This is an optimization exercise on Yosys and OpenROAD, whose aim is small area, not a production implementation.
At most, simulation tests tie the RTL to the original design; equivalence was not proved.
Only the layout flow was run in runs 2, 3, 5 and 7 to 9; the RTL was not checked for function there.
The flow treats the clock pin as an ideal source, which a real chip does not have.
Power is estimated from default activity; no workload was simulated.

==> flow/design.v <==
module keccak_nonce_scanner #(
    parameter int CORE_LATENCY = 50,
    parameter int NONCE_WIDTH  = 32,
    parameter int FIFO_DEPTH   = 4
) (
    input  logic                     clk,
    input  logic                     reset,
    input  logic                     work_load,
    input  logic [511-NONCE_WIDTH:0] work_header,
    input  logic [NONCE_WIDTH-1:0]   start_nonce,
    input  logic [NONCE_WIDTH-1:0]   end_nonce,
    input  logic [63:0]              target,
    output logic [511:0]             core_data,
    input  logic [511:0]             core_hash,
    output logic                     busy,
    output logic                     done,
    output logic                     found_valid,
    input  logic                     found_ready,
    output logic [NONCE_WIDTH-1:0]   found_nonce,
    output logic [15:0]              drop_count
);
    localparam int PTR_W = $clog2(FIFO_DEPTH);
    localparam int D_CMP = CORE_LATENCY + 1;
    localparam int D_MAX = CORE_LATENCY + 2;
    localparam int D_W   = $clog2(D_MAX + 1);
    logic [511-NONCE_WIDTH:0] header;
    logic [NONCE_WIDTH-1:0]   end_r;
    logic [NONCE_WIDTH-1:0]   nonce;       
    logic                     first;       
    logic [63:0]              target_r;
    logic [D_W-1:0]           dcnt;        
    logic                     hit;
    logic [NONCE_WIDTH-1:0]   hit_nonce;   
    logic                     last;
    logic                     cmp;
    logic [NONCE_WIDTH-1:0]   fifo_mem [FIFO_DEPTH];
    logic [PTR_W-1:0]         rd_ptr;
    logic [PTR_W-1:0]         wr_ptr;
    logic                     full;
    logic                     pop;
    logic                     push;
    assign core_data = {header, nonce};
    assign last = busy && (dcnt == D_W'(D_MAX)) && (hit_nonce == end_r);
    assign cmp  = busy && ((dcnt == D_W'(D_CMP)) || (dcnt == D_W'(D_MAX))) && !last;
    always_ff @(posedge clk) begin
        if (work_load) begin
            header   <= work_header;
            end_r    <= end_nonce;
            target_r <= target;
            nonce    <= start_nonce;
        end else if (!first) begin
            nonce    <= nonce + NONCE_WIDTH'(1);
        end
        first     <= work_load;
        hit_nonce <= nonce - NONCE_WIDTH'(CORE_LATENCY);
    end
    always_ff @(posedge clk) begin
        if (reset) begin
            busy <= 1'b0;
            done <= 1'b0;
            dcnt <= '0;
            hit  <= 1'b0;
        end else begin
            hit <= cmp && (core_hash[63:0] <= target_r);
            if (work_load) begin
                busy <= 1'b1;
                done <= 1'b0;
                dcnt <= '0;
            end else begin
                if (dcnt != D_W'(D_MAX)) begin
                    dcnt <= dcnt + D_W'(1);
                end
                if (last) begin
                    busy <= 1'b0;
                    done <= 1'b1;
                end
            end
        end
    end
    assign found_valid = full || (rd_ptr != wr_ptr);
    assign found_nonce = fifo_mem[rd_ptr];
    assign pop         = found_valid && found_ready;
    assign push        = hit && (!full || pop);
    always_ff @(posedge clk) begin
        if (push) begin
            fifo_mem[wr_ptr] <= hit_nonce;
        end
    end
    always_ff @(posedge clk) begin
        if (reset) begin
            rd_ptr     <= '0;
            wr_ptr     <= '0;
            full       <= 1'b0;
            drop_count <= '0;
        end else begin
            if (pop) begin
                rd_ptr <= rd_ptr + PTR_W'(1);
            end
            if (push) begin
                wr_ptr <= wr_ptr + PTR_W'(1);
            end
            if (push && !pop) begin
                full <= (wr_ptr + PTR_W'(1)) == rd_ptr;
            end else if (pop && !push) begin
                full <= 1'b0;
            end
            if (hit && !push && (drop_count != '1)) begin
                drop_count <= drop_count + 16'd1;
            end
        end
    end
endmodule
==> flow/run.sh <==
#!/bin/bash
# synth_recipe.tcl (not shown) runs the flow's synth.tcl, then flattens the netlist and writes it again
# the make line also repeats each setting of config.mk as NAME=value (left out here)
make -C /OpenROAD-flow-scripts/flow DESIGN_CONFIG=/design/flow/config.mk WORK_HOME=/design/flow/orfs CLKGATE_MAP_FILE= SYNTH_SCRIPT=/design/flow/synth_recipe.tcl finish
==> flow/config.mk <==
export PLATFORM = sky130hd
export DESIGN_NAME = keccak_nonce_scanner
export DESIGN_NICKNAME = keccak_nonce_scanner
export VERILOG_FILES = /design/flow/design.v
export SDC_FILE = /design/flow/constraint.sdc
export NUM_CORES = 4
export LEC_CHECK = 0
export CAP_MARGIN = 20
export CORE_AREA = 5 5 515 515
export DIE_AREA = 0 0 520 520
export PLACE_DENSITY_LB_ADDON = 0.15
export SLEW_MARGIN = 20
==> flow/constraint.sdc <==
create_clock -name core_clock -period 6.0 [get_ports {clk}]
set_input_delay 1.2000 -clock core_clock [delete_from_list [all_inputs] [get_ports {clk}]]
set_output_delay 1.2000 -clock core_clock [all_outputs]
set_load 0.01 [all_outputs]
==> flow_metrics.tcl, run 1 <==
set metrics [dict create \
    p_per_area_nw_per_um2 321 \
    slew_violations 0 \
    clk_path_buf_depth 3 \
    routed_wl_um 284000 \
    seq_area_frac_synth_pct 82.2 \
    grt_pass1_wl_um 328000 \
    syn-cell-area_um2 28500 \
    final-setup-viol-count 0 \
    maxCapViolCount 0 \
    route.detailed.drc 0 \
    status "finished clean" \
    post-cts-setup-buffers 0 \
    finalHoldViolCount 0 \
    hold_depth 2 \
    timing.rr.end "hit_nonce[29]" \
    critPathMaxFanout 32 \
    coreArea_um2 259000 \
    start_kind "flop" \
    netlist_instances 1491 \
    drtIter0Drc 1921 \
    min_period_over_period_pct 68.7 \
    syn_to_final_growth_pct 72.0 \
    yosys.cell_types.count 55 \
    min_from "done" \
    grt_usage_pct 20.2 \
    grt_pass1_vias 20171 \
    synth.avg_cell_area_um2 19.1 \
    antenna_found_initial 358 \
    worstSetupEndpointType "primary output" \
    ff2ff_setup_slack_ns 2.79 \
    dr.pass1.iters 5 \
    skew_ns 0.0421 \
    p_sw_w 0.00426 \
    synth_common_cells "edfxtp_1, xor2_1, inv_1" \
    min_path_type "flop to flop" \
    worst_ep_arrival_time_ns 2.92 \
    portBuffers 1238 \
    rsz0062_at_grt "no" \
    numCtsBuffers 110 \
    dieArea_um2 270000 \
    cts_root_buf "clkbuf_16" \
    synth_flop_cell "edfxtp_1" \
    combPwrFrac_pct 12.9 \
    nets 4021 \
    fmaxAchievable_mhz 243 \
    post_cts_resized 0 \
    synthArstFlopShare_pct 0 \
    reg2reg_depth 6 \
    yosys_warnings 1 \
    pwr-share-seq_pct 43.2 \
    power_frac_clock_pct 44.0 \
    cts_sinks 801 \
    post_dp_cell_area_um2 45100 \
    setup_tns_ns 0 \
    synthesis.nets 2690 \
    clkTransAtPathRegs_ns 0.06 \
    worstReg2RegStart "nonce[9]" \
    placementRows 187 \
    required_ns 4.80 \
    grt_max_degree 117 \
    peakVddDrop_mv 0.247 \
    start_util_pct 11.0 \
    grt.overflow.total 0 \
    post-route-util_pct 18.9 \
    slew_headroom_pct 22.9 \
    synth-seq-cells 801 \
    vias_per_cell 3.31 \
    dp_hpwl_um 249000 \
    tightest_slew_ns 1.15 \
    final_area_um2 49000 \
    synth_most_common_cell "edfxtp_1" \
    p_sw_share_pct 27.1 \
    whs_ns 0.484 \
    cts_tree "built" \
    netlist.area_leader.share_pct 77.6 \
    p_leak_nw 16.5 \
    synth_top_area_cell "edfxtp_1" \
    crit_type "flop to primary output" \
    die_w_um 520 \
    clock_latency_ns 0.78 \
    hold_end "done" \
    hold_buffers 0 \
    dieHeight_um 520 \
    routedWlPerCell_um 44.6 \
    place_congestion 0.807 \
    ys_top_cells_by_area "edfxtp_1, dfxtp_1, ha_1" \
    p_total_w 0.0157 \
    io_pins 1687 \
    dr_total_vias 21118 \
    intPower_w 0.0115 \
    drive_above_1_share_pct 7.64 \
    cts.htree.levels 3 \
    synth-edff-count 736 \
    ant_nets 0 \
    post-route-min-period_ns 4.12 \
]
-- kinds of logic after synthesis --
kind of cell	Yosys count	synth area share [%]
flops	801	82.2
simple gates	259	4.79
xor+xnor	113	3.48
buf+inv	109	1.60
compound gates	98	1.99
fa+ha+maj	75	3.30
mux	36	2.68
-- area by class of cell --
| cell class | instances | area [µm²] |
|---|---|---|
| tap | 3402 | 4260 |
| multi-input combinational | 581 | 4630 |
| sequential | 801 | 23400 |
| antenna | 51 | 128 |
| timing repair buffer | 1252 | 12500 |
| clock inverter | 54 | 654 |
| clock buffer | 154 | 3080 |
| fill | 27900 | 210000 |
| inverter | 76 | 285 |
-- metrics by stage --
step           instances  setup slack (ns)
6_report            6371              1.88
2_1_floorplan       1491              3.15
4_1_cts             6320              1.69
3_5_place_dp        6112              1.81
3_3_place_gp        6112              1.79
5_1_grt             6332              1.66
-- flip-flops by register name, summed over array words and instances, names as in the netlist, named ones only --
register,cells
fifo_mem,128
nonce,32
full,1
end_r,32
first,1
hit,1
rd_ptr,2
drop_count,16
hit_nonce,32
dcnt,6
header,480
done,1
target_r,64
busy,1
wr_ptr,2
-- power by group through the flow --
stage          clock, W  combinational, W  sequential, W
2_1_floorplan         0          0.000225        0.00695
3_3_place_gp          0           0.00211        0.00691
4_1_cts         0.00723           0.00211        0.00681
5_1_grt         0.00741           0.00218        0.00684
6_report        0.00692           0.00203        0.00680
3_5_place_dp          0           0.00209        0.00691
-- worst max path at each step --
stage / to / startpoint / slack (ns) / depth (start not counted)
2_1_floorplan: found_nonce[10] / flop / 3.15 / 3
3_3_place_gp: hit / core_hash[35] / 1.79 / 8
3_5_place_dp: hit / core_hash[35] / 1.81 / 8
4_1_cts: found_nonce[10] / flop / 1.69 / 2
5_1_grt: found_nonce[10] / flop / 1.66 / 2
6_report: found_nonce[7] / flop / 1.88 / 2
-- per-layer routing --
layer | track usage (%) | vias to the layer above | routed length (µm)
met4 | 2.35 | 96 | 5470
met3 | 18.1 | 576 | 57200
met1 | 21.8 | 10204 | 101000
li1 | - | 8466 | -
met2 | 30.5 | 1776 | 120000
met5 | 0 | - | 609
-- critical path, stage by stage (launching register included) --
cell and delay (ns):
dfxtp_4 0.85, mux4_2 0.66, clkdlybuf4s50_1 0.61
-- placed cells by master, fill, tap and decap left out, types with 5 or more instances in the layout --
master and count:
o21ai_0 42, nor4_1 10, mux4_2 32, clkinv_16 6, buf_4 10, clkdlybuf4s50_1 1236
clkinvlp_4 5, nand4_1 26, clkbuf_1 33, inv_1 76, nand3_1 25, diode_2 51
clkinv_1 16, a21oi_1 32, edfxtp_1 736, clkinv_2 15, dfxtp_1 64, and3_1 6
nand2_1 70, and4_1 14, xor2_1 82, or3_1 6, clkbuf_8 6, and2_1 8
xnor2_1 31, nor3_1 15, nor2_1 51, a21o_1 5, clkbuf_16 115, bufinv_16 9
ha_1 75
==> run 2: changes to the inputs <==
--- a/flow/design.v
+++ b/flow/design.v
@@ -47,10 +47,8 @@
             header   <= work_header;
             end_r    <= end_nonce;
             target_r <= target;
-            nonce    <= start_nonce;
-        end else if (!first) begin
-            nonce    <= nonce + NONCE_WIDTH'(1);
         end
+        nonce     <= work_load ? start_nonce : nonce + NONCE_WIDTH'(!first);
         first     <= work_load;
         hit_nonce <= nonce - NONCE_WIDTH'(CORE_LATENCY);
     end
==> flow/flow/run.sh (new file) <==
#!/bin/bash
# Standard ORFS layout, with two changes:
#  - port buffers are buf_1 instead of the flow's default pick;
#  - CTS inserts no dummy loads.
set -euo pipefail
bash standard.sh \
  "BUFFER_PORTS_ARGS=-buffer_cell sky130_fd_sc_hd__buf_1" \
  "CTS_ARGS=-sink_clustering_enable -repair_clock_nets -dont_use_dummy_load" \
  finish > make_finish.log 2>&1
==> flow/standard.sh (new file) <==
#!/bin/bash
# synth_recipe.tcl (not shown) runs the flow's synth.tcl, then flattens the netlist and writes it again
# the make line also repeats each setting of config.mk as NAME=value (left out here)
make -C /OpenROAD-flow-scripts/flow DESIGN_CONFIG=/design/flow/config.mk WORK_HOME=/design/flow/orfs CLKGATE_MAP_FILE= SYNTH_SCRIPT=/design/flow/synth_recipe.tcl "${@:-finish}"
removed: flow/run.sh
==> flow_metrics.tcl, run 2 <==
set metrics [dict create \
    combPwrFrac_pct 10.2 \
    synthMuxAreaShare_pct 2.71 \
    grt_pass1_vias 20258 \
    slew_headroom_pct 21.9 \
    fmaxAchievable_mhz 242 \
    final_common_cell "buf_1" \
    peakVddDrop_mv 0.227 \
    cts.htree.levels 3 \
    min_from "done" \
    grt_pass1_wl_um 321000 \
    synth_flop_cell "edfxtp_1" \
    synth_top_family_by_area "simple AND/OR/NAND/NOR gates" \
    post-route-util_pct 15.5 \
    ant_nets 0 \
    routedWlPerCell_um 43.9 \
    cp_num_cells 3 \
    setup_tns_ns 0 \
    dr_total_vias 20939 \
    largest-register "header" \
    placementRows 187 \
    critPathMaxFanout 17 \
    vias_per_cell 3.32 \
    largest_register_ffs 480 \
    synth_most_common_cell "edfxtp_1" \
    reg2reg_depth 8 \
    start_kind "flop" \
    slew_violations 0 \
    whs_ns 0.461 \
    coreArea_um2 259000 \
    worstReg2RegStart "nonce[0]" \
    p_per_area_nw_per_um2 348 \
    crit_chain "buf_4, mux4_2, buf_1" \
    drtIter0Drc 2073 \
    grt_usage_pct 19.7 \
    yosys_warnings 1 \
    clock_latency_ns 0.76 \
    p_sw_w 0.00391 \
    rsz0062_at_grt "no" \
    grt_max_degree 101 \
    synth-simple-area-share_pct 4.62 \
    hold_end "done" \
    hold_depth 2 \
    crit_buf_inv 2 \
    route.detailed.drc 0 \
    nets 4040 \
    syn-cell-area_um2 28200 \
    crit_type "flop to primary output" \
    hold_buffers 0 \
    finalWorstSetupSlack_ns 1.87 \
    most-common-layout-cells "buf_1, edfxtp_1, clkbuf_16, dfxtp_1, inv_1" \
    routed_wl_um 277000 \
    synth.avg_cell_area_um2 18.8 \
    tightest_slew_ns 1.16 \
    cp_slowest_cell "dfxtp_2" \
    numCtsBuffers 111 \
    cts_tree "built" \
    clkTransAtPathRegs_ns 0.06 \
    cts_root_buf "clkbuf_16" \
    drive_above_1_share_pct 6.80 \
    portBuffers 1238 \
    intPower_w 0.0100 \
    netlist.area_leader.share_pct 75.1 \
    synth-seq-cells 801 \
    post_cts_resized 0 \
    die_w_um 520 \
    start_util_pct 10.9 \
    p_sw_share_pct 28.0 \
    dieHeight_um 520 \
    worstSetupEndpointType "primary output" \
    place_congestion 0.849 \
    pwr-share-seq_pct 48.6 \
    timing.rr.end "nonce[26]" \
    status "finished clean" \
    synthesis.nets 2696 \
    synth-edff-count 704 \
    ys_top_cells_by_area "edfxtp_1, dfxtp_1, ha_1" \
    yosys.cell_types.count 53 \
    maxCapViolCount 0 \
    synth_compound_area_share_pct 2.22 \
    netlist_instances 1496 \
    layout.cells.non_filler 6302 \
    syn_to_final_growth_pct 42.6 \
    post-cts-setup-buffers 0 \
    min_period_over_period_pct 68.8 \
    min_path_type "flop to flop" \
    final-setup-viol-count 0 \
    dieArea_um2 270000 \
    numPlacedInstances 6129 \
    seq_area_frac_synth_pct 82.0 \
    clk_path_buf_depth 3 \
    place_ws_ns 1.90 \
    required_ns 4.80 \
    synth_top_area_cell "edfxtp_1" \
    p_leak_nw 12.7 \
    synthArstFlopShare_pct 0 \
    reg.largest.list "header: 480 flops, fifo_mem: 128 flops, target_r: 64 flops" \
    power_frac_clock_pct 41.2 \
    grt.overflow.total 0 \
    synth_common_cells "edfxtp_1, dfxtp_1, inv_1" \
    io_pins 1687 \
    cp_top_family "flip-flops" \
    ff2ff_setup_slack_ns 2.85 \
    synthXorXnorAreaFrac_pct 3.52 \
    antenna_found_initial 349 \
    post-route-min-period_ns 4.13 \
    skew_ns 0.0766 \
    finalHoldViolCount 0 \
    dp_hpwl_um 245000 \
    worst_ep_arrival_time_ns 2.93 \
    synth-adder-area-share_pct 3.38 \
    critical_path.max_stage_delay_ns 0.79 \
    cts_sinks 801 \
    dr.pass1.iters 5 \
]
[run 2: per-stage QoR]
step	total power, W	cell area (µm²)
after floorplan	0.00714	28200
after global placement	0.00840	37200
after detailed placement	0.00839	37200
after CTS	0.0143	40000
after global routing	0.0146	40000
final	0.0140	40200
[run 2: tightest hold or removal path, delay by kind of cell (launching register included)]
kind / cells / cell delay (ns)
buffers and inverters: 1 / 0.05
AO/OA/AOI/OAI: 1 / 0.05
flip-flops: 1 / 0.32
[run 2: final cells by class]
class | count | area, µm²
Sequential cell | 801 | 23100
Multi-Input combinational cell | 583 | 4650
Inverter | 78 | 293
Clock buffer | 111 | 2780
Fill cell | 28967 | 219000
Timing Repair Buffer | 1265 | 4940
Antenna cell | 62 | 155
Tap cell | 3402 | 4260
[run 2: power by group through the flow]
| stage | Clock (W) | Combinational, W | Sequential, W |
|---|---|---|---|
| after floorplan | 0 | 0.000233 | 0.00691 |
| after global placement | 0 | 0.00151 | 0.00689 |
| after detailed placement | 0 | 0.00150 | 0.00689 |
| after CTS | 0.00605 | 0.00151 | 0.00679 |
| after global routing | 0.00620 | 0.00159 | 0.00682 |
| final | 0.00575 | 0.00143 | 0.00678 |
[run 2: worst max-delay path by stage]
stage	slack (ns)	endpoint	startpoint
floorplan	3.15	found_nonce[10]	flop
detailed placement	1.90	hit	core_hash[54]
global route	1.65	found_nonce[1]	flop
finish	1.87	found_nonce[3]	flop
global placement	1.95	hit	core_hash[54]
CTS	1.67	found_nonce[1]	flop
[run 2: layer usage]
metal	global-route usage, %	vias up	share of wire [%]
li1	-	8397	-
met1	21.6	10061	35
met2	27.8	1775	40
met3	19.3	564	23
met4	2.46	142	2.0
met5	0	-	0.32
[run 2: kinds of logic (layout without fill, tap and decap cells)]
kind of cell	Yosys count	count (layout)
compound gates	104	104
xor+xnor	113	113
fa+ha+maj	76	76
buf+inv	112	1454
flops	801	801
mux	36	36
other cells	0	62
simple gates	254	254
==> run 3: changes to the inputs <==
==> flow/flow/run.sh (replaced) <==
#!/bin/bash
# Standard ORFS layout, with these changes:
#  - port buffers are buf_1 instead of the flow's default pick;
#  - pins may sit one routing track apart, so a smaller die holds them all;
#  - CTS uses clkbuf_8 with larger sink clusters and no dummy loads.
set -euo pipefail
bash standard.sh \
  "BUFFER_PORTS_ARGS=-buffer_cell sky130_fd_sc_hd__buf_1" \
  "PLACE_PINS_ARGS=-min_distance 1 -min_distance_in_tracks" \
  "CTS_ARGS=-sink_clustering_enable -repair_clock_nets -dont_use_dummy_load -buf_list sky130_fd_sc_hd__clkbuf_8 -sink_clustering_size 20 -sink_clustering_max_diameter 100" \
  finish > make_finish.log 2>&1
--- a/flow/config.mk
+++ b/flow/config.mk
@@ -6,7 +6,7 @@
 export NUM_CORES = 4
 export LEC_CHECK = 0
 export CAP_MARGIN = 20
-export CORE_AREA = 5 5 515 515
-export DIE_AREA = 0 0 520 520
+export CORE_AREA = 5 5 295 295
+export DIE_AREA = 0 0 300 300
 export PLACE_DENSITY_LB_ADDON = 0.15
 export SLEW_MARGIN = 20
==> flow_metrics.tcl, run 3 <==
set metrics [dict create \
    yosys.cell_types.count 53 \
    haltStage "5_1_grt" \
    synth-seq-cells 801 \
    dp_hpwl_um 141000 \
    syn-cell-area_um2 28200 \
    synth_flop_cell "edfxtp_1" \
    post_cts_resized 0 \
    grt_usage_pct 36.0 \
    synth_common_cells "edfxtp_1, dfxtp_1, inv_1" \
    firstError "[ERROR GRT-0116] Global routing finished with congestion. Check the congestion regions in the DRC Viewer." \
    grt_max_degree 147 \
    hold_buffers 0 \
    place_congestion 1.14 \
    synth-edff-count 704 \
    grt_pass1_wl_um 208000 \
    synth.avg_cell_area_um2 18.8 \
    cts_root_buf "clkbuf_8" \
    netlist_instances 1496 \
    numCtsBuffers 46 \
    grt.overflow.total 4 \
    yosys_warnings 1 \
    seq_area_frac_synth_pct 82.0 \
    start_util_pct 33.7 \
    clk_path_buf_depth 3 \
    synth_top_area_cell "edfxtp_1" \
    die_w_um 300 \
    placementRows 106 \
    netlist.area_leader.share_pct 75.1 \
    dieHeight_um 300 \
    ys_top_cells_by_area "edfxtp_1, dfxtp_1, ha_1" \
    synth_most_common_cell "edfxtp_1" \
    io_pins 1687 \
    grt_pass1_vias 21548 \
    portBuffers 1238 \
    cts.htree.levels 2 \
    synthArstFlopShare_pct 0 \
    post-cts-setup-buffers 0 \
    status "stopped before the end" \
    synthesis.nets 2696 \
    cts_sinks 801 \
]
[run 3: cell counts after synthesis]
Identical to the previous run, type by type.
[run 3: per-stage QoR]
stage / setup slack, ns / cells / cell area [µm²] / utilization, %
2_1_floorplan: 3.15 / 1496 / 28200 / -
3_3_place_gp: 2.60 / 3794 / 34200 / 40.9
3_5_place_dp: 2.75 / 3794 / 34200 / 40.9
4_1_cts: 2.13 / 3840 / 34800 / 41.7
[run 3: how the worst max path moves through the flow]
| stage | startpoint | end | slack [ns] | depth (start not counted) |
|---|---|---|---|---|
| after floorplan | flop | found_nonce[10] | 3.15 | 3 |
| after global placement | core_hash[62] | hit | 2.60 | 8 |
| after detailed placement | core_hash[62] | hit | 2.75 | 8 |
| after CTS | flop | found_nonce[23] | 2.13 | 3 |
[run 3: power by group through the flow]
stage	Combinational (W)	Clock, W	Sequential (W)
2_1_floorplan	0.000233	0	0.00691
3_3_place_gp	0.00112	0	0.00681
3_5_place_dp	0.00112	0	0.00682
4_1_cts	0.00112	0.00247	0.00670
[run 3: layer usage]
layer	GRT overflow	track usage, %
met4	0	33.9
met1	0	36.4
met5	0	1.84
met3	0	25.7
met2	4	47.6
[run 3: logic make-up after synthesis]
| kind of cell | after synthesis | synth area share [%] |
|---|---|---|
| muxes | 36 | 2.71 |
| adders and majority gates | 76 | 3.38 |
| buffers and inverters | 112 | 1.56 |
| xor gates and xnor gates | 113 | 3.52 |
| AOI/OAI and AO/OA | 104 | 2.22 |
| and+or+nand+nor | 254 | 4.62 |
| DFF | 801 | 82.0 |
==> run 4: changes to the inputs <==
--- a/flow/design.v
+++ b/flow/design.v
@@ -33,6 +33,13 @@
     logic [NONCE_WIDTH-1:0]   hit_nonce;   
     logic                     last;
     logic                     cmp;
+    logic                     hash_le;
+    always_comb begin
+        hash_le = 1'b1;
+        for (int i = 0; i < 64; i++) begin
+            hash_le = (core_hash[i] == target_r[i]) ? hash_le : target_r[i];
+        end
+    end
     logic [NONCE_WIDTH-1:0]   fifo_mem [FIFO_DEPTH];
     logic [PTR_W-1:0]         rd_ptr;
     logic [PTR_W-1:0]         wr_ptr;
@@ -59,7 +66,7 @@
             dcnt <= '0;
             hit  <= 1'b0;
         end else begin
-            hit <= cmp && (core_hash[63:0] <= target_r);
+            hit <= cmp && hash_le;
             if (work_load) begin
                 busy <= 1'b1;
                 done <= 1'b0;
==> flow/flow/run.sh (replaced) <==
#!/bin/bash
# Standard ORFS layout, with these changes:
#  - port buffers are buf_1 instead of the flow's default pick;
#  - CTS uses clkbuf_8 with set sink clusters and no dummy loads.
set -euo pipefail
bash standard.sh \
  "BUFFER_PORTS_ARGS=-buffer_cell sky130_fd_sc_hd__buf_1" \
  "CTS_ARGS=-sink_clustering_enable -repair_clock_nets -dont_use_dummy_load -buf_list sky130_fd_sc_hd__clkbuf_8 -sink_clustering_size 10 -sink_clustering_max_diameter 80" \
  finish > make_finish.log 2>&1
--- a/flow/config.mk
+++ b/flow/config.mk
@@ -6,7 +6,7 @@
 export NUM_CORES = 4
 export LEC_CHECK = 0
 export CAP_MARGIN = 20
-export CORE_AREA = 5 5 295 295
-export DIE_AREA = 0 0 300 300
+export CORE_AREA = 5 5 515 515
+export DIE_AREA = 0 0 520 520
 export PLACE_DENSITY_LB_ADDON = 0.15
 export SLEW_MARGIN = 20
==> flow_metrics.tcl, run 4 <==
set metrics [dict create \
    finalHoldViolCount 0 \
    slew_violations 0 \
    ys_top_cells_by_area "edfxtp_1, dfxtp_1, xor2_1" \
    critPathMaxFanout 32 \
    p_sw_share_pct 29.9 \
    dp_hpwl_um 240000 \
    critPathCapture "found_nonce[19]" \
    crit_chain "mux4_2, buf_1" \
    post_cts_resized 0 \
    fill_cells 29098 \
    whs_ns 0.458 \
    pwr-share-seq_pct 56.7 \
    ant_nets 0 \
    p_per_area_nw_per_um2 313 \
    post-route-min-period_ns 3.73 \
    worst_ep_arrival_time_ns 2.53 \
    drive_above_1_share_pct 6.52 \
    cts_sinks 801 \
    numCtsBuffers 110 \
    grt_usage_pct 19.3 \
    cts_root_buf "clkbuf_8" \
    min_period_over_period_pct 62.1 \
    p_sw_w 0.00359 \
    post-cts-setup-buffers 0 \
    antenna_found_initial 351 \
    synthesis.nets 2597 \
    cp_slowest_cell "dfxtp_4" \
    p_leak_nw 11.7 \
    rsz0062_at_grt "no" \
    die_w_um 520 \
    cts.htree.levels 3 \
    io_pins 1687 \
    fmaxAchievable_mhz 268 \
    crit_buf_inv 1 \
    worstSetupEndpointType "primary output" \
    synth_top_area_cell "edfxtp_1" \
    final_common_cell "buf_1" \
    cp_top_family "flip-flops" \
    maxCapViolCount 0 \
    clk_path_buf_depth 3 \
    placementRows 187 \
    clkTransAtPathRegs_ns 0.08 \
    clock_latency_ns 0.88 \
    status "finished clean" \
    grt.overflow.total 0 \
    grt_pass1_wl_um 313000 \
    hold_buffers 0 \
    vias_per_cell 3.28 \
    synth_common_cells "edfxtp_1, dfxtp_1, xor2_1" \
    min_from "nonce[0]" \
    coreArea_um2 259000 \
    final-setup-viol-count 0 \
    ff2ff_setup_slack_ns 2.67 \
    synth-edff-count 704 \
    min_path_type "flop to flop" \
    worstReg2RegStart "nonce[1]" \
    place_congestion 0.831 \
    reg.largest.list "header: 480 flops, fifo_mem: 128 flops, target_r: 64 flops" \
    reg2reg_depth 9 \
    seq_area_frac_synth_pct 83.3 \
    setup_tns_ns 0 \
    routed_wl_um 272000 \
    portBuffers 1238 \
    syn_to_final_growth_pct 38.6 \
    synth_most_common_cell "edfxtp_1" \
    power_frac_clock_pct 32.3 \
    combPwrFrac_pct 11.0 \
    cts_tree "built" \
    register_area_um2 23100 \
    syn-cell-area_um2 27700 \
    synthArstFlopShare_pct 0 \
    slew_headroom_pct 25.5 \
    multi_input_area_um2 4240 \
    critical_path.max_stage_delay_ns 0.83 \
    skew_ns 0.0919 \
    netlist_instances 1461 \
    most-common-layout-cells "buf_1, edfxtp_1, clkbuf_8, dfxtp_1, xor2_1" \
    dieArea_um2 270000 \
    required_ns 4.80 \
    yosys_warnings 1 \
    routedWlPerCell_um 43.3 \
    tightest_slew_ns 1.12 \
    grt_max_degree 151 \
    netlist.area_leader.share_pct 76.3 \
    start_kind "flop" \
    timing.rr.end "hit_nonce[31]" \
    yosys.cell_types.count 66 \
    crit_type "flop to primary output" \
    start_util_pct 10.7 \
    drtIter0Drc 2166 \
    largest-register "header" \
    peakVddDrop_mv 0.157 \
    synth.avg_cell_area_um2 19.0 \
    dr_total_vias 20574 \
    intPower_w 0.00843 \
    dieHeight_um 520 \
    cp_num_cells 2 \
    nets 3931 \
    grt_pass1_vias 19901 \
    dr.pass1.iters 7 \
    route.detailed.drc 0 \
    largest_register_ffs 480 \
    synth-seq-cells 801 \
    synth_flop_cell "edfxtp_1" \
]
[run 4: cell count changes after synthesis, sizes merged, moves of 8 or more]
cell    before  now
o22ai        0    8
and4         8    0
inv         78   70
nand4       28   17
ha          76   12
nor2        45   60
a21oi       33    9
xor2        59   87
nand2b       4   23
xnor2       54   29
maj3         0   13
nor2b        0   21
nand2       75   62
[run 4: power by group through the flow]
stage	Sequential, W	Clock (W)	Combinational (W)
after floorplan	0.00692	0	0.000204
after global placement	0.00694	0	0.00139
after detailed placement	0.00693	0	0.00138
after CTS	0.00682	0.00419	0.00139
after global routing	0.00684	0.00432	0.00146
final	0.00681	0.00389	0.00132
[run 4: metrics by stage]
step	std cells	setup WS, ns	cell area (µm²)	util [%]	power [W]
2_1_floorplan	1461	2.65	27700	-	0.00712
3_3_place_gp	6085	1.79	36700	14.2	0.00833
3_5_place_dp	6085	1.76	36700	14.2	0.00831
4_1_cts	6195	2.04	38200	14.7	0.0124
5_1_grt	6228	2.06	38300	14.8	0.0126
6_report	6277	2.27	38400	14.8	0.0120
[run 4: worst min-delay path by stage]
stage,endpoint,slack [ns],cells past startpoint
final,hit_nonce[0],0.46,0
after global routing,header[334],0.38,1
after CTS,header[101],0.31,1
after detailed placement,hit_nonce[0],0.43,0
after global placement,hit_nonce[0],0.43,0
after floorplan,hit_nonce[0],0.40,0
[run 4: cell type report]
type / instances / share of cell area, %
well taps: 3402 / 11.1
flip-flops and latches: 801 / 60.1
multi-input cells: 558 / 11.0
repair buffers: 1254 / 12.6
diodes: 82 / 0.534
clock buffers: 110 / 3.94
inverters: 70 / 0.684
[run 4: layer usage]
layer  global-route usage, %  wire, µm  vias up
li1                        -         -     8243
met1                    21.7     97900     9998
met2                    28.2    111000     1713
met3                    15.5     53400      522
met4                    4.43      8190       98
met5                       0       635        -
[run 4: logic make-up after synthesis]
group	Yosys count	synth area share (%)
flops	801	83.3
compound gates	101	2.63
fa+ha+maj	25	1.01
buf+inv	102	1.44
mux	37	2.79
xor+xnor	116	3.67
simple gates	279	5.18
==> run 5: changes to the inputs <==
--- a/flow/design.v
+++ b/flow/design.v
@@ -34,10 +34,21 @@
     logic                     last;
     logic                     cmp;
     logic                     hash_le;
+    logic [NONCE_WIDTH-1:0]   nonce_m;
+    always_comb begin
+        logic b;
+        logic [NONCE_WIDTH-1:0] k;
+        k = NONCE_WIDTH'(CORE_LATENCY);
+        b = 1'b0;
+        for (int i = 0; i < NONCE_WIDTH; i++) begin
+            nonce_m[i] = nonce[i] ^ k[i] ^ b;
+            b = k[i] ? (!nonce[i] || b) : (!nonce[i] && b);
+        end
+    end
     always_comb begin
         hash_le = 1'b1;
         for (int i = 0; i < 64; i++) begin
-            hash_le = (core_hash[i] == target_r[i]) ? hash_le : target_r[i];
+            hash_le = (target_r[i] && !core_hash[i]) || (hash_le && (target_r[i] || !core_hash[i]));
         end
     end
     logic [NONCE_WIDTH-1:0]   fifo_mem [FIFO_DEPTH];
@@ -57,7 +68,7 @@
         end
         nonce     <= work_load ? start_nonce : nonce + NONCE_WIDTH'(!first);
         first     <= work_load;
-        hit_nonce <= nonce - NONCE_WIDTH'(CORE_LATENCY);
+        hit_nonce <= nonce_m;
     end
     always_ff @(posedge clk) begin
         if (reset) begin
==> flow_metrics.tcl, run 5 <==
set metrics [dict create \
    syn-cell-area_um2 27700 \
    yosys.cell_types.count 58 \
    grt_usage_pct 18.7 \
    grt_pass1_wl_um 305000 \
    largest-register "header" \
    p_total_w 0.0118 \
    vias_per_cell 3.25 \
    synth_flop_cell "edfxtp_1" \
    critPathMaxFanout 2 \
    grt_pass1_vias 19745 \
    clkTransAtPathRegs_ns 0.08 \
    dieArea_um2 270000 \
    synth_top_area_cell "edfxtp_1" \
    nets 3972 \
    worst_ep_arrival_time_ns 6.51 \
    ant_nets 0 \
    worstSetupEndpointType "flop" \
    post-route-min-period_ns 5.80 \
    slew_headroom_pct 31.4 \
    cts_sinks 801 \
    netlist_instances 1448 \
    dr_total_vias 20451 \
    start_kind "flop" \
    reg.largest.list "header: 480 flops, fifo_mem: 128 flops, target_r: 64 flops" \
    required_ns 6.71 \
    drtIter0Drc 1994 \
    numCtsBuffers 102 \
    synthXorXnorAreaFrac_pct 2.76 \
    synthMuxAreaShare_pct 2.83 \
    dp_hpwl_um 233000 \
    synth_common_cells "edfxtp_1, inv_1, dfxtp_1" \
    synth-adder-area-share_pct 2.35 \
    synth.avg_cell_area_um2 19.1 \
    peakVddDrop_mv 0.156 \
    slew_violations 0 \
    place_congestion 0.876 \
    critical_path.max_stage_delay_ns 0.37 \
    synth-simple-area-share_pct 4.36 \
    routed_wl_um 263000 \
    antenna_found_initial 346 \
    tightest_slew_ns 1.03 \
    synth_compound_area_share_pct 2.31 \
    most-common-layout-cells "buf_1, edfxtp_1, inv_1, clkbuf_8, dfxtp_1" \
    largest_register_ffs 480 \
    io_pins 1687 \
    p_per_area_nw_per_um2 306 \
    start_util_pct 10.7 \
    whs_ns 0.446 \
    cts_tree "built" \
    seq_area_frac_synth_pct 83.5 \
    status "finished clean" \
    cts_root_buf "clkbuf_8" \
    hold_buffers 0 \
    synth-seq-cells 801 \
    ys_top_cells_by_area "edfxtp_1, dfxtp_1, mux4_2" \
    routedWlPerCell_um 41.7 \
    crit_type "flop to flop" \
    yosys_warnings 1 \
    synthesis.nets 2612 \
    coreArea_um2 259000 \
    dieHeight_um 520 \
    netlist.area_leader.share_pct 76.4 \
    die_w_um 520 \
    synth_most_common_cell "edfxtp_1" \
    drive_above_1_share_pct 7.66 \
    finalHoldViolCount 0 \
    route.detailed.drc 0 \
    skew_ns 0.0488 \
    synthArstFlopShare_pct 0 \
    cts.htree.levels 3 \
    cp_slowest_cell "dfxtp_1" \
    portBuffers 1238 \
    rsz0062_at_grt "no" \
    final_common_cell "buf_1" \
    grt.overflow.total 0 \
    clk_path_buf_depth 3 \
    min_path_type "flop to flop" \
    fmaxAchievable_mhz 172 \
    synth-edff-count 704 \
    dr.pass1.iters 5 \
    synth_top_family_by_area "simple AND/OR/NAND/NOR gates" \
    min_period_over_period_pct 96.7 \
    clock_latency_ns 0.87 \
    final-setup-viol-count 0 \
    grt_max_degree 90 \
    p_leak_nw 11.9 \
    syn_to_final_growth_pct 39.7 \
    placementRows 187 \
    maxCapViolCount 0 \
]
-- run 5: worst paths after layout --
check	slack, ns	cells after the start	start	endpoint
setup reg to reg	0.20	33	nonce[2]	hit_nonce[31]
hold / removal	0.45	0	nonce[0]	hit_nonce[0]
setup / recovery	0.20	33	nonce[2]	hit_nonce[31]
hold reg to reg	0.45	0	nonce[0]	hit_nonce[0]
-- run 5: logic make-up after synthesis --
logic type,Yosys count
flops,801
simple gates,229
buf+inv,141
compound gates,97
xor+xnor,87
fa+ha+maj,55
mux,38
-- run 5: timing repair --
item                       CTS  global route
gates resized for setup     16             9
hold endpoints to repair     0             0
setup buffers                0             0
setup endpoints to repair    3             2
-- run 5: area by class of cell --
type	instances	area, µm²
diodes	92	230
inverters	120	450
repair buffers	1277	5040
well taps	3402	4260
multi-input cells	506	4160
clock buffers	102	1400
fillers	29112	221000
flip-flops and latches	801	23100
-- run 5: through the flow --
stage / instance area (µm²) / std cells / setup TNS, ns / worst slack, ns / utilization, %
2_1_floorplan: 27700 / 1448 / 0 / 0.271 / -
3_3_place_gp: 36900 / 6107 / -0.669 / -0.417 / 14.2
3_5_place_dp: 36900 / 6107 / -0.640 / -0.415 / 14.2
4_1_cts: 38400 / 6208 / 0 / 0.00846 / 14.8
5_1_grt: 38500 / 6248 / 0 / 0.0108 / 14.9
6_report: 38600 / 6300 / 0 / 0.196 / 14.9
-- run 5: report_power, final --
part	leakage (nW)	total (W)	switching [W]	internal [W]
Clock	0.734	0.00372	0.00223	0.00149
Combinational	3.61	0.00136	0.00103	0.000337
Sequential	7.60	0.00675	0.000253	0.00650
Total	11.9	0.0118	0.00351	0.00832
-- run 5: worst max-delay path: cells and delay by family (launching register included) --
kind / cells / cell delay, ns
XOR/XNOR: 1 / 0.16
buffers and inverters: 3 / 0.14
flip-flops: 1 / 0.37
adder cells (fa/ha/maj): 29 / 5.01
-- run 5: per-layer routing --
layer  vias up  global-route usage, %  wire [µm]
met5         -                      0        628
met4       104                   3.34       6250
met3       462                   19.9      62300
met2      1674                   24.1      96200
met1      9991                   21.1      97600
li1       8220                      -          -
==> run 6: changes to the inputs <==
--- a/flow/design.v
+++ b/flow/design.v
@@ -34,21 +34,10 @@
     logic                     last;
     logic                     cmp;
     logic                     hash_le;
-    logic [NONCE_WIDTH-1:0]   nonce_m;
-    always_comb begin
-        logic b;
-        logic [NONCE_WIDTH-1:0] k;
-        k = NONCE_WIDTH'(CORE_LATENCY);
-        b = 1'b0;
-        for (int i = 0; i < NONCE_WIDTH; i++) begin
-            nonce_m[i] = nonce[i] ^ k[i] ^ b;
-            b = k[i] ? (!nonce[i] || b) : (!nonce[i] && b);
-        end
-    end
     always_comb begin
         hash_le = 1'b1;
         for (int i = 0; i < 64; i++) begin
-            hash_le = (target_r[i] && !core_hash[i]) || (hash_le && (target_r[i] || !core_hash[i]));
+            hash_le = (core_hash[i] == target_r[i]) ? hash_le : target_r[i];
         end
     end
     logic [NONCE_WIDTH-1:0]   fifo_mem [FIFO_DEPTH];
@@ -68,7 +57,7 @@
         end
         nonce     <= work_load ? start_nonce : nonce + NONCE_WIDTH'(!first);
         first     <= work_load;
-        hit_nonce <= nonce_m;
+        hit_nonce <= nonce - NONCE_WIDTH'(CORE_LATENCY);
     end
     always_ff @(posedge clk) begin
         if (reset) begin
==> flow/flow/run.sh (replaced) <==
#!/bin/bash
# Standard ORFS layout, with these changes:
#  - port buffers are buf_1 instead of the flow's default pick;
#  - CTS uses clkbuf_8 with set sink clusters and no dummy loads;
#  - after CTS, flow/cts_post.tcl shrinks clock buffers that have slew to spare.
set -euo pipefail
bash standard.sh \
  "BUFFER_PORTS_ARGS=-buffer_cell sky130_fd_sc_hd__buf_1" \
  "CTS_ARGS=-sink_clustering_enable -repair_clock_nets -dont_use_dummy_load -buf_list sky130_fd_sc_hd__clkbuf_8 -sink_clustering_size 10 -sink_clustering_max_diameter 80" \
  "POST_CTS_TCL=$PWD/flow/cts_post.tcl" \
  finish > make_finish.log 2>&1
==> flow/flow/cts_post.tcl (new file) <==
# Run after CTS (POST_CTS_TCL): shrink each clock buffer to the smallest
# clkbuf that keeps every flip-flop clock-pin slew under 100 ps and leaves no
# max-slew or max-capacitance violation. Cells keep their place, and a smaller
# cell never overlaps a neighbour, so the placement stays legal.
set_propagated_clock [all_clocks]
estimate_parasitics -placement

proc clk_worst_slew {} {
  set worst 0
  foreach pin [get_pins -hierarchical */CLK] {
    foreach e {rise fall} {
      foreach an {min max} {
        set s [get_property $pin slew_${an}_$e]
        if {$s > $worst} { set worst $s }
      }
    }
  }
  return $worst
}

proc downsize_clock_buffers {limit sizes} {
  set changed 0
  foreach inst [[ord::get_db_block] getInsts] {
    set m [[$inst getMaster] getName]
    if {![regexp {^sky130_fd_sc_hd__clkbuf_(\d+)$} $m -> sz]} continue
    set name [$inst getName]
    foreach try $sizes {
      if {$try >= $sz} continue
      replace_cell [get_cells $name] sky130_fd_sc_hd__clkbuf_$try
      estimate_parasitics -placement
      if {[clk_worst_slew] > $limit
          || [sta::max_slew_violation_count] > 0
          || [sta::max_capacitance_violation_count] > 0} {
        replace_cell [get_cells $name] $m
        estimate_parasitics -placement
      } else {
        incr changed
        break
      }
    }
  }
  return $changed
}

puts "cts_post: worst clock-pin slew before [clk_worst_slew]"
set n [downsize_clock_buffers 0.100 {2 4}]
puts "cts_post: downsized $n clock buffers; worst clock-pin slew after [clk_worst_slew]"
check_placement -verbose
==> flow_metrics.tcl, run 6 <==
set metrics [dict create \
    status "finished clean" \
    synth_compound_area_share_pct 2.63 \
    final_common_cell "buf_1" \
    post-route-min-period_ns 4.46 \
    cts_tree "built" \
    io_pins 1687 \
    synth-seq-cells 801 \
    maxCapViolCount 0 \
    intPower_w 0.00838 \
    dp_hpwl_um 240000 \
    layout.cells.non_filler 6889 \
    place_congestion 0.831 \
    cts_sinks 801 \
    yosys_warnings 1 \
    final_area_um2 43700 \
    grt_usage_pct 19.3 \
    post-route-util_pct 16.9 \
    dieArea_um2 270000 \
    synth_most_common_cell "edfxtp_1" \
    synthXorXnorAreaFrac_pct 3.67 \
    tightest_slew_ns 1.11 \
    numPlacedInstances 6085 \
    skew_ns 0.403 \
    synth-adder-area-share_pct 1.01 \
    drtIter0Drc 1850 \
    dr.pass1.iters 5 \
    most-common-layout-cells "buf_1, edfxtp_1, dlygate4sd3_1, dfxtp_1, xor2_1" \
    synth_top_family_by_area "simple AND/OR/NAND/NOR gates" \
    required_ns 4.80 \
    synth-edff-count 704 \
    p_leak_nw 13.9 \
    post_dp_cell_area_um2 36700 \
    fill_cells 28770 \
    grt_pass1_wl_um 313000 \
    p_sw_share_pct 31.3 \
    grt.overflow.total 0 \
    syn-cell-area_um2 27700 \
    grt_pass1_vias 19908 \
    placementRows 187 \
    synthesis.nets 2597 \
    setup_tns_ns 0 \
    synthMuxAreaShare_pct 2.79 \
    worstSetupEndpointType "primary output" \
    nets 4469 \
    die_w_um 520 \
    routed_wl_um 274000 \
    largest-register "header" \
    largest_register_ffs 480 \
    rsz0062_at_grt "no" \
    syn_to_final_growth_pct 57.8 \
    clock_latency_ns 1.54 \
    dieHeight_um 520 \
    pwr-share-seq_pct 55.9 \
    slew_violations 0 \
    critPathMaxFanout 32 \
    yosys.cell_types.count 66 \
    slew_headroom_pct 26.1 \
    p_sw_w 0.00381 \
    synth_common_cells "edfxtp_1, dfxtp_1, xor2_1" \
    synth-simple-area-share_pct 5.18 \
    seq_area_frac_synth_pct 83.3 \
    drive_above_1_share_pct 5.46 \
    final-setup-viol-count 0 \
    peakVddDrop_mv 0.175 \
    netlist.area_leader.share_pct 76.3 \
    antenna_found_initial 406 \
    dr_total_vias 22655 \
    start_util_pct 10.7 \
    min_period_over_period_pct 74.3 \
    synth.avg_cell_area_um2 19.0 \
    vias_per_cell 3.29 \
    finalHoldViolCount 0 \
    route.detailed.drc 0 \
    grt_max_degree 151 \
    routedWlPerCell_um 39.8 \
    netlist_instances 1461 \
    ys_top_cells_by_area "edfxtp_1, dfxtp_1, xor2_1" \
    worst_ep_arrival_time_ns 3.26 \
    start_kind "flop" \
    p_per_area_nw_per_um2 279 \
    power_frac_clock_pct 29.4 \
    min_path_type "input pin to flop" \
    coreArea_um2 259000 \
    clkTransAtPathRegs_ns 0.09 \
    synthArstFlopShare_pct 0 \
    synth_top_area_cell "edfxtp_1" \
    reg.largest.list "header: 480 flops, fifo_mem: 128 flops, target_r: 64 flops" \
    combPwrFrac_pct 14.7 \
    ant_nets 0 \
    crit_type "flop to primary output" \
    portBuffers 1238 \
    synth_flop_cell "edfxtp_1" \
    fmaxAchievable_mhz 224 \
]
-- run 6: area by class of cell --
cell class	instances	area, µm²	share of cell area, %
Timing Repair Buffer	1792	10200	23.4
Clock buffer	110	1270	2.90
Multi-Input combinational cell	558	4240	9.70
Tap cell	3402	4260	9.73
Inverter	70	263	0.601
Antenna cell	156	390	0.893
Sequential cell	801	23100	52.8
-- run 6: worst paths after layout --
path	startpoint	end	slack, ns	cells after the start
worst max-delay path	flop	found_nonce[19]	1.54	2
worst min-delay path	start_nonce[23]	nonce[23]	0.19	3
worst max register to register	nonce[4]	nonce[29]	2.58	11
worst min register to register	nonce[31]	hit_nonce[31]	0.22	1
-- run 6: logic make-up (layout without fill, tap and decap cells) --
kind of cell             after synthesis  count (layout)
flip-flops                           801             801
buffers and inverters                102            1972
AO/OA/AOI/OAI                        101             101
adder cells (fa/ha/maj)               25              25
AND/OR/NAND/NOR                      279             279
multiplexers                          37              37
XOR/XNOR                             116             116
other                                  0             156
-- run 6: metal layers --
layer | track usage [%] | wire [µm] | vias up
met5 | 0 | 616 | -
met4 | 4.41 | 8070 | 94
met3 | 15.5 | 47900 | 482
met2 | 28.2 | 112000 | 1727
met1 | 21.8 | 105000 | 10956
li1 | - | - | 9396
-- run 6: worst max-delay path, cell delays in order (launching register included) --
cell and delay [ns]:
dfxtp_4 0.84, mux4_2 0.65, buf_1 0.16
-- run 6: stage by stage --
step | hold slack, ns | worst slack [ns] | total power [W]
floorplan | 0.397 | 2.65 | 0.00712
global placement | 0.430 | 1.79 | 0.00833
detailed placement | 0.433 | 1.76 | 0.00831
global route | -0.0252 | 1.20 | 0.0128
finish | 0.194 | 1.54 | 0.0122
-- run 6: power groups by stage --
stage | combinational [W] | clock (W) | sequential (W)
final | 0.00179 | 0.00359 | 0.00681
after detailed placement | 0.00138 | 0 | 0.00693
after floorplan | 0.000204 | 0 | 0.00692
after global routing | 0.00195 | 0.00402 | 0.00684
after global placement | 0.00139 | 0 | 0.00694
==> run 7: changes to the inputs <==
--- a/flow/design.v
+++ b/flow/design.v
@@ -34,10 +34,21 @@
     logic                     last;
     logic                     cmp;
     logic                     hash_le;
+    logic [NONCE_WIDTH-1:0]   nonce_m;
+    always_comb begin
+        logic b;
+        logic [NONCE_WIDTH-1:0] k;
+        k = NONCE_WIDTH'(CORE_LATENCY);
+        b = 1'b0;
+        for (int i = 0; i < NONCE_WIDTH; i++) begin
+            nonce_m[i] = nonce[i] ^ k[i] ^ b;
+            b = k[i] ? (!nonce[i] || b) : (!nonce[i] && b);
+        end
+    end
     always_comb begin
         hash_le = 1'b1;
         for (int i = 0; i < 64; i++) begin
-            hash_le = (core_hash[i] == target_r[i]) ? hash_le : target_r[i];
+            hash_le = (target_r[i] && !core_hash[i]) || (hash_le && (target_r[i] || !core_hash[i]));
         end
     end
     logic [NONCE_WIDTH-1:0]   fifo_mem [FIFO_DEPTH];
@@ -57,7 +68,7 @@
         end
         nonce     <= work_load ? start_nonce : nonce + NONCE_WIDTH'(!first);
         first     <= work_load;
-        hit_nonce <= nonce - NONCE_WIDTH'(CORE_LATENCY);
+        hit_nonce <= nonce_m;
     end
     always_ff @(posedge clk) begin
         if (reset) begin
==> flow/flow/cts_post.tcl (replaced) <==
# Run after CTS (POST_CTS_TCL): shrink each leaf clock buffer to the smallest
# clkbuf that keeps every flip-flop clock-pin slew under 100 ps, leaves no
# max-slew or max-capacitance violation and keeps the worst hold slack at
# 0.25 ns or its value before (whichever is lower). Cells keep their place, and a smaller
# cell never overlaps a neighbour, so the placement stays legal.
set_propagated_clock [all_clocks]
estimate_parasitics -placement

proc clk_worst_slew {} {
  set worst 0
  foreach pin [get_pins -hierarchical */CLK] {
    foreach e {rise fall} {
      foreach an {min max} {
        set s [get_property $pin slew_${an}_$e]
        if {$s > $worst} { set worst $s }
      }
    }
  }
  return $worst
}

proc downsize_clock_buffers {limit sizes} {
  set changed 0
  foreach inst [[ord::get_db_block] getInsts] {
    set m [[$inst getMaster] getName]
    if {![regexp {^sky130_fd_sc_hd__clkbuf_(\d+)$} $m -> sz]} continue
    set name [$inst getName]
    if {![string match "clkbuf_leaf_*" $name]} continue
    foreach try $sizes {
      if {$try >= $sz} continue
      replace_cell [get_cells $name] sky130_fd_sc_hd__clkbuf_$try
      estimate_parasitics -placement
      if {[clk_worst_slew] > $limit
          || [sta::max_slew_violation_count] > 0
          || [sta::max_capacitance_violation_count] > 0
          || [sta::worst_slack -min] < $::hold_floor} {
        replace_cell [get_cells $name] $m
        estimate_parasitics -placement
      } else {
        incr changed
        break
      }
    }
  }
  return $changed
}

set ::hold_floor [expr {min(0.25, [sta::worst_slack -min])}]
puts "cts_post: worst clock-pin slew before [clk_worst_slew], hold slack [sta::worst_slack -min]"
set n [downsize_clock_buffers 0.100 {2 4}]
puts "cts_post: downsized $n clock buffers; worst clock-pin slew after [clk_worst_slew], hold slack [sta::worst_slack -min]"
check_placement -verbose
==> flow_metrics.tcl, run 7 <==
set metrics [dict create \
    status "finished clean" \
    cp_slowest_cell "dfxtp_1" \
    ys_top_cells_by_area "edfxtp_1, dfxtp_1, mux4_2" \
    setup_tns_ns 0 \
    cts_tree "built" \
    die_w_um 520 \
    synthesis.nets 2612 \
    required_ns 6.70 \
    drtIter0Drc 2051 \
    start_util_pct 10.7 \
    grt_usage_pct 18.7 \
    reg2reg_depth 33 \
    rsz0062_at_grt "no" \
    routedWlPerCell_um 41.6 \
    portBuffers 1238 \
    nets 3972 \
    most-common-layout-cells "buf_1, edfxtp_1, inv_1, dfxtp_1, clkbuf_8" \
    hold_depth 0 \
    p_leak_nw 11.9 \
    dieHeight_um 520 \
    grt_max_degree 90 \
    slew_headroom_pct 21.3 \
    synth_common_cells "edfxtp_1, inv_1, dfxtp_1" \
    synth-edff-count 704 \
    synth_flop_cell "edfxtp_1" \
    route.detailed.drc 0 \
    syn_to_final_growth_pct 39.3 \
    antenna_found_initial 347 \
    clkTransAtPathRegs_ns 0.09 \
    ant_nets 0 \
    placementRows 187 \
    clock_latency_ns 0.87 \
    place_ws_ns -0.415 \
    synth-seq-cells 801 \
    drive_above_1_share_pct 7.66 \
    grt.overflow.total 0 \
    skew_ns 0.0499 \
    worst_ep_arrival_time_ns 6.50 \
    dr.pass1.iters 7 \
    seq_area_frac_synth_pct 83.5 \
    min_period_over_period_pct 96.8 \
    whs_ns 0.438 \
    dieArea_um2 270000 \
    grt_pass1_wl_um 305000 \
    finalHoldViolCount 0 \
    dp_hpwl_um 233000 \
    place_congestion 0.876 \
    netlist_instances 1448 \
    reg.largest.list "header: 480 flops, fifo_mem: 128 flops, target_r: 64 flops" \
    netlist.area_leader.share_pct 76.4 \
    cts_sinks 801 \
    grt_pass1_vias 19738 \
    final-setup-viol-count 0 \
    min_path_type "flop to flop" \
    finalWorstSetupSlack_ns 0.194 \
    dr_total_vias 20398 \
    tightest_slew_ns 1.17 \
    post-route-min-period_ns 5.81 \
    start_kind "flop" \
    peakVddDrop_mv 0.156 \
    syn-cell-area_um2 27700 \
    io_pins 1687 \
    synth.avg_cell_area_um2 19.1 \
    critPathMaxFanout 2 \
    synth_top_area_cell "edfxtp_1" \
    p_per_area_nw_per_um2 302 \
    slew_violations 0 \
    yosys_warnings 1 \
    largest_register_ffs 480 \
    final_common_cell "buf_1" \
    synthArstFlopShare_pct 0 \
    coreArea_um2 259000 \
    crit_type "flop to flop" \
    worstSetupEndpointType "flop" \
    yosys.cell_types.count 58 \
    vias_per_cell 3.23 \
    synth_most_common_cell "edfxtp_1" \
    fill_cells 29141 \
    maxCapViolCount 0 \
    routed_wl_um 263000 \
    largest-register "header" \
    fmaxAchievable_mhz 172 \
    critical_path.max_stage_delay_ns 0.37 \
]
## run 7: cell types whose count changed after synthesis, moves of 9 or more
cell      change
xor2_1       -43
nand2b_1      -9
xnor2_1      +14
inv_1        +50
nor2_1       -13
nand4_1      -11
ha_1         +28
## run 7: logic make-up after synthesis
family	Yosys count	share of synthesized area [%]
AO/OA/AOI/OAI	97	2.31
XOR/XNOR	87	2.76
adder cells (fa/ha/maj)	55	2.35
buffers and inverters	141	1.93
flip-flops	801	83.5
multiplexers	38	2.83
AND/OR/NAND/NOR	229	4.36
## run 7: path summary, 6_finish.rpt
path / start / end / slack, ns
max: nonce[2] / hit_nonce[31] / 0.19
min: nonce[0] / hit_nonce[0] / 0.44
max reg2reg: nonce[2] / hit_nonce[31] / 0.19
min reg2reg: nonce[0] / hit_nonce[0] / 0.44
## run 7: through the flow
stage	instances	instance area [µm²]	total power (W)	util [%]
finish	6315	38500	0.0116	14.9
global route	6248	38300	0.0123	14.8
detailed placement	6107	36900	0.00828	14.2
global placement	6107	36900	0.00831	14.2
floorplan	1448	27700	0.00709	-
## run 7: final cells by class
type                            instances  area, µm²  area share, %
Sequential cell                       801      23100           60.0
Timing Repair Buffer                 1277       5040           13.1
Tap cell                             3402       4260           11.1
Multi-Input combinational cell        506       4160           10.8
Clock buffer                          102       1240           3.23
Inverter                              120        450           1.17
Antenna cell                          107        268          0.695
## run 7: layer usage
layer | up-vias | routed length (µm) | part of all wire [%] | GRT usage (%)
li1 | 8242 | - | - | -
met1 | 9922 | 95800 | 36 | 21.1
met2 | 1668 | 96200 | 37 | 24.1
met3 | 460 | 64100 | 24 | 19.9
met4 | 106 | 6210 | 2.4 | 3.34
met5 | - | 647 | 0.25 | 0
## run 7: where the power goes
group	total [W]	leakage [nW]	switching [W]	internal, W
Combinational	0.00136	3.61	0.00103	0.000337
Sequential	0.00675	7.60	0.000253	0.00649
Clock	0.00352	0.671	0.00220	0.00132
## run 7: critical path: cells and delay by family (launching register included)
kind / cells / cell delay [ns]
fa+ha+maj: 29 / 5.00
xor+xnor: 1 / 0.16
buf+inv: 3 / 0.14
flops: 1 / 0.37
==> run 8: changes to the inputs <==
--- a/flow/design.v
+++ b/flow/design.v
@@ -48,7 +48,7 @@
     always_comb begin
         hash_le = 1'b1;
         for (int i = 0; i < 64; i++) begin
-            hash_le = (target_r[i] && !core_hash[i]) || (hash_le && (target_r[i] || !core_hash[i]));
+            hash_le = (core_hash[i] == target_r[i]) ? hash_le : target_r[i];
         end
     end
     logic [NONCE_WIDTH-1:0]   fifo_mem [FIFO_DEPTH];
==> flow_metrics.tcl, run 8 <==
set metrics [dict create \
    reg.largest.list "header: 480 flops, fifo_mem: 128 flops, target_r: 64 flops" \
    routed_wl_um 255000 \
    grt_pass1_wl_um 297000 \
    synth-seq-cells 801 \
    setup_tns_ns 0 \
    drtIter0Drc 1737 \
    dr.pass1.iters 7 \
    p_leak_nw 11.9 \
    netlist.area_leader.share_pct 76.4 \
    p_total_w 0.0118 \
    coreArea_um2 259000 \
    finalHoldViolCount 0 \
    final_area_um2 38400 \
    rsz0062_at_grt "no" \
    post_dp_cell_area_um2 36900 \
    worst_ep_arrival_time_ns 6.57 \
    min_path_type "flop to flop" \
    cp_slowest_cell "dfxtp_2" \
    tightest_slew_ns 1.13 \
    largest-register "header" \
    slew_violations 0 \
    vias_per_cell 3.21 \
    final_common_cell "buf_1" \
    final-setup-viol-count 0 \
    seq_area_frac_synth_pct 83.4 \
    die_w_um 520 \
    crit_type "flop to flop" \
    cts_tree "built" \
    grt_max_degree 85 \
    yosys.cell_types.count 59 \
    synthArstFlopShare_pct 0 \
    synth_common_cells "edfxtp_1, inv_1, dfxtp_1" \
    critPathMaxFanout 2 \
    synthesis.nets 2615 \
    synth.avg_cell_area_um2 19.1 \
    grt_usage_pct 18.1 \
    slew_headroom_pct 25.2 \
    route.detailed.drc 0 \
    place_congestion 0.900 \
    crit_top_cell "ha_1" \
    synth_most_common_cell "edfxtp_1" \
    peakVddDrop_mv 0.153 \
    ant_nets 0 \
    p_per_area_nw_per_um2 307 \
    synth_flop_cell "edfxtp_1" \
    ys_top_cells_by_area "edfxtp_1, dfxtp_1, mux4_2" \
    syn-cell-area_um2 27700 \
    dr_total_vias 20175 \
    dp_hpwl_um 224000 \
    syn_to_final_growth_pct 38.8 \
    clkTransAtPathRegs_ns 0.09 \
    critical_path.max_stage_delay_ns 0.35 \
    most-common-layout-cells "buf_1, edfxtp_1, inv_1, dfxtp_1, clkbuf_8" \
    io_pins 1687 \
    synth_top_area_cell "edfxtp_1" \
    grt_pass1_vias 19803 \
    routedWlPerCell_um 40.6 \
    fill_cells 29111 \
    synth-edff-count 704 \
    nets 3975 \
    min_period_over_period_pct 96.5 \
    dieHeight_um 520 \
    fmaxAchievable_mhz 173 \
    worstSetupEndpointType "flop" \
    start_kind "flop" \
    largest_register_ffs 480 \
    post-route-min-period_ns 5.79 \
    start_util_pct 10.7 \
    yosys_warnings 1 \
    netlist_instances 1451 \
    grt.overflow.total 0 \
    dieArea_um2 270000 \
    required_ns 6.78 \
    cts_sinks 801 \
    maxCapViolCount 0 \
    multi_input_area_um2 4150 \
    skew_ns 0.0941 \
    clock_latency_ns 0.90 \
    portBuffers 1238 \
    drive_above_1_share_pct 7.48 \
    placementRows 187 \
    antenna_found_initial 317 \
    register_area_um2 23100 \
    status "finished clean" \
]
-- run 8: changes by cell type after synthesis, moves of 7 or more --
cell      previous run  this run
nand2b_1            14        24
nand4_1              6        14
o21ai_1              8         0
o21ai_0             31        38
nand3_1             27        14
-- run 8: cell families (layout without fill, tap and decap cells) --
kind of cell	Yosys count	in the layout	share of synthesized area (%)
AO/OA/AOI/OAI	105	105	2.60
XOR/XNOR	87	87	2.75
adder cells (fa/ha/maj)	59	59	2.50
buffers and inverters	136	1494	1.86
flip-flops	801	801	83.4
multiplexers	38	38	2.83
other	0	81	0
AND/OR/NAND/NOR	225	225	4.09
-- run 8: through the flow --
step                util (%)  hold WS, ns  setup slack, ns  cells
floorplan                  -        0.355            0.252   1451
finish                  14.8        0.411            0.210   6292
global placement        14.2        0.416           -0.139   6102
global route            14.8        0.318          0.00464   6246
detailed placement      14.2        0.413           -0.142   6102
-- run 8: routing by layer --
metal / GRT usage (%) / share of wire (%) / vias up
li1: - / - / 8212
met1: 18.9 / 35 / 9761
met2: 25.2 / 39 / 1605
met3: 19.2 / 24 / 501
met4: 3.28 / 2.2 / 96
met5: 0 / 0.23 / -
-- run 8: power by group --
| part | internal (W) | switching (W) |
|---|---|---|
| Sequential | 0.00649 | 0.000232 |
| Clock | 0.00138 | 0.00227 |
| Combinational | 0.000334 | 0.00107 |
-- run 8: worst paths after layout --
kind            start             to  slack (ns)  depth (start not counted)
min          nonce[0]   hit_nonce[0]        0.41                          0
min reg2reg  nonce[0]   hit_nonce[0]        0.41                          0
max          nonce[1]  hit_nonce[30]        0.21                         33
max reg2reg  nonce[1]  hit_nonce[30]        0.21                         33
-- run 8: area by class of cell --
type / count / area share [%]
Sequential cell: 801 / 60.1
Tap cell: 3402 / 11.1
Clock buffer: 109 / 3.40
Antenna cell: 81 / 0.528
Inverter: 116 / 1.13
Multi-Input combinational cell: 514 / 10.8
Timing Repair Buffer: 1269 / 13.0
-- run 8: worst max-delay path, delay by kind of cell, from the launching register on --
family,cells,cell delay (ns)
flops,1,0.35
buf+inv,4,0.17
fa+ha+maj,29,5.19
==> run 9: changes to the inputs <==
--- a/flow/config.mk
+++ b/flow/config.mk
@@ -8,5 +8,5 @@
 export CAP_MARGIN = 20
 export CORE_AREA = 5 5 515 515
 export DIE_AREA = 0 0 520 520
-export PLACE_DENSITY_LB_ADDON = 0.15
+export PLACE_DENSITY = 0.85
 export SLEW_MARGIN = 20
==> flow_metrics.tcl, run 9 <==
set metrics [dict create \
    status "finished clean" \
    grt.overflow.total 0 \
    fmaxAchievable_mhz 171 \
    synthArstFlopShare_pct 0 \
    netlist.area_leader.share_pct 76.4 \
    ys_top_cells_by_area "edfxtp_1, dfxtp_1, mux4_2" \
    worst_ep_arrival_time_ns 6.52 \
    register_area_um2 23100 \
    reg2reg_depth 33 \
    critPathMaxFanout 2 \
    most-common-layout-cells "buf_1, edfxtp_1, inv_1, dfxtp_1, clkbuf_8" \
    routedWlPerCell_um 40.3 \
    maxCapViolCount 0 \
    min_period_over_period_pct 97.2 \
    required_ns 6.68 \
    synth_flop_cell "edfxtp_1" \
    final-setup-viol-count 0 \
    dr_total_vias 20730 \
    largest-register "header" \
    synth_top_area_cell "edfxtp_1" \
    seq_area_frac_synth_pct 83.4 \
    top_usage_layer "met2" \
    dp_hpwl_um 231000 \
    synth.avg_cell_area_um2 19.1 \
    grt_usage_pct 18.0 \
    cts_sinks 801 \
    finalHoldViolCount 0 \
    ant_nets 0 \
    met3_usage_pct 17.1 \
    drtIter0Drc 2390 \
    min_from "nonce[1]" \
    hold_end "hit_nonce[1]" \
    power_frac_clock_pct 28.7 \
    crit_top_cell "ha_1" \
    finalWorstSetupSlack_ns 0.169 \
    netlist_instances 1451 \
    antenna_found_initial 393 \
    synth_most_common_cell "edfxtp_1" \
    vias_per_cell 3.28 \
    synthesis.nets 2615 \
    portBuffers 1238 \
    skew_ns 0.0640 \
    multi_input_area_um2 4160 \
    die_w_um 520 \
    start_kind "flop" \
    place_ws_ns -0.209 \
    fill_cells 28843 \
    grt_use_met2_pct 26.1 \
    clock_latency_ns 0.80 \
    intPower_w 0.00805 \
    routed_wl_um 255000 \
    synth_common_cells "edfxtp_1, inv_1, dfxtp_1" \
    p_sw_w 0.00325 \
    pwr-share-seq_pct 59.4 \
    worstSetupEndpointType "flop" \
    rsz0062_at_grt "no" \
    post-route-min-period_ns 5.83 \
    syn_to_final_growth_pct 38.6 \
    p_leak_nw 11.8 \
    place_congestion 1.03 \
    setup_tns_ns 0 \
    cp_slowest_cell "dfxtp_2" \
    yosys.cell_types.count 59 \
    grt_pass1_vias 18949 \
    syn-cell-area_um2 27700 \
    start_util_pct 10.7 \
    largest_register_ffs 480 \
    timing.rr.end "hit_nonce[31]" \
    dieArea_um2 270000 \
    critical_path.max_stage_delay_ns 0.33 \
    grt_pass1_wl_um 292000 \
    io_pins 1687 \
    reg.largest.list "header: 480 flops, fifo_mem: 128 flops, target_r: 64 flops" \
    slew_headroom_pct 26.6 \
    met1_usage_pct 19.0 \
    synth-seq-cells 801 \
    synth-edff-count 704 \
    combPwrFrac_pct 11.9 \
    ff2ff_setup_slack_ns 0.17 \
    dieHeight_um 520 \
    drive_above_1_share_pct 6.89 \
    final_common_cell "buf_1" \
    placementRows 187 \
    coreArea_um2 259000 \
    route.detailed.drc 0 \
    nets 3966 \
    crit_type "flop to flop" \
    grt_max_degree 110 \
    numPlacedInstances 6100 \
    p_sw_share_pct 28.8 \
    p_per_area_nw_per_um2 294 \
    cts_tree "built" \
    slew_violations 0 \
    tightest_slew_ns 1.10 \
    dr.pass1.iters 5 \
    yosys_warnings 1 \
    layout.cells.non_filler 6324 \
    peakVddDrop_mv 0.175 \
    min_path_type "flop to flop" \
    hold_depth 1 \
    clkTransAtPathRegs_ns 0.10 \
    post-route-util_pct 14.8 \
    worstReg2RegStart "nonce[1]" \
]
run 9: cell count changes in the layout (fill, tap and decap cells not counted), sizes merged:
| cell | before | now |
|---|---|---|
| diode | 81 | 122 |
| buf | 1264 | 1267 |
| clkbuf | 114 | 102 |
run 9: logic make-up after synthesis:
kind of cell | after synthesis | synth area share (%)
buffers and inverters | 136 | 1.86
AOI/OAI and AO/OA | 105 | 2.60
muxes | 38 | 2.83
DFF | 801 | 83.4
adders and majority gates | 59 | 2.50
and+or+nand+nor | 225 | 4.09
xor gates and xnor gates | 87 | 2.75
run 9: per-stage QoR:
stage,cell area (µm²),total power (W),hold slack [ns]
2_1_floorplan,27700,0.00710,0.355
3_3_place_gp,36800,0.00821,0.416
3_5_place_dp,36800,0.00823,0.422
5_1_grt,38200,0.0118,0.439
6_report,38400,0.0113,0.475
run 9: per-layer routing:
layer | up-vias | routed length, µm
met5 | - | 1940
met1 | 9665 | 85200
li1 | 8256 | -
met2 | 1960 | 104000
met4 | 248 | 6690
met3 | 601 | 56900
run 9: power by group through the flow:
stage               clock, W  sequential [W]  combinational [W]
finish               0.00324         0.00671            0.00134
global route         0.00359         0.00674            0.00144
detailed placement         0         0.00683            0.00140
global placement           0         0.00682            0.00139
floorplan                  0         0.00691           0.000188
run 9: worst max-delay path, delay by kind of cell (launching register included):
kind                       cells  cell delay, ns
xor gates and xnor gates       1            0.13
adders and majority gates     29            5.08
buffers and inverters          3            0.15
DFF                            1            0.33
run 9: final cells by class:
type,count,area share (%)
multi-input cells,514,10.9
repair buffers,1268,12.9
well taps,3402,11.1
diodes,122,0.796
inverters,116,1.14
clock buffers,101,3.03
flip-flops and latches,801,60.2
run 9: worst max-delay path by stage:
stage,startpoint,to,slack [ns],cells past startpoint
2_1_floorplan,nonce[2],hit_nonce[31],0.25,33
3_3_place_gp,nonce[1],hit_nonce[31],-0.13,33
3_5_place_dp,nonce[1],hit_nonce[31],-0.21,33
5_1_grt,nonce[1],hit_nonce[31],0.01,33
6_report,nonce[1],hit_nonce[31],0.17,33

Check on run 9: ideal ports give 0.169 ns setup slack; a clkbuf_16 on the clock port and buf_2 on the inputs give 0.169 ns; moving port delays by the midpoint clock arrival (0.831 ns) as well gives 0.169 ns.
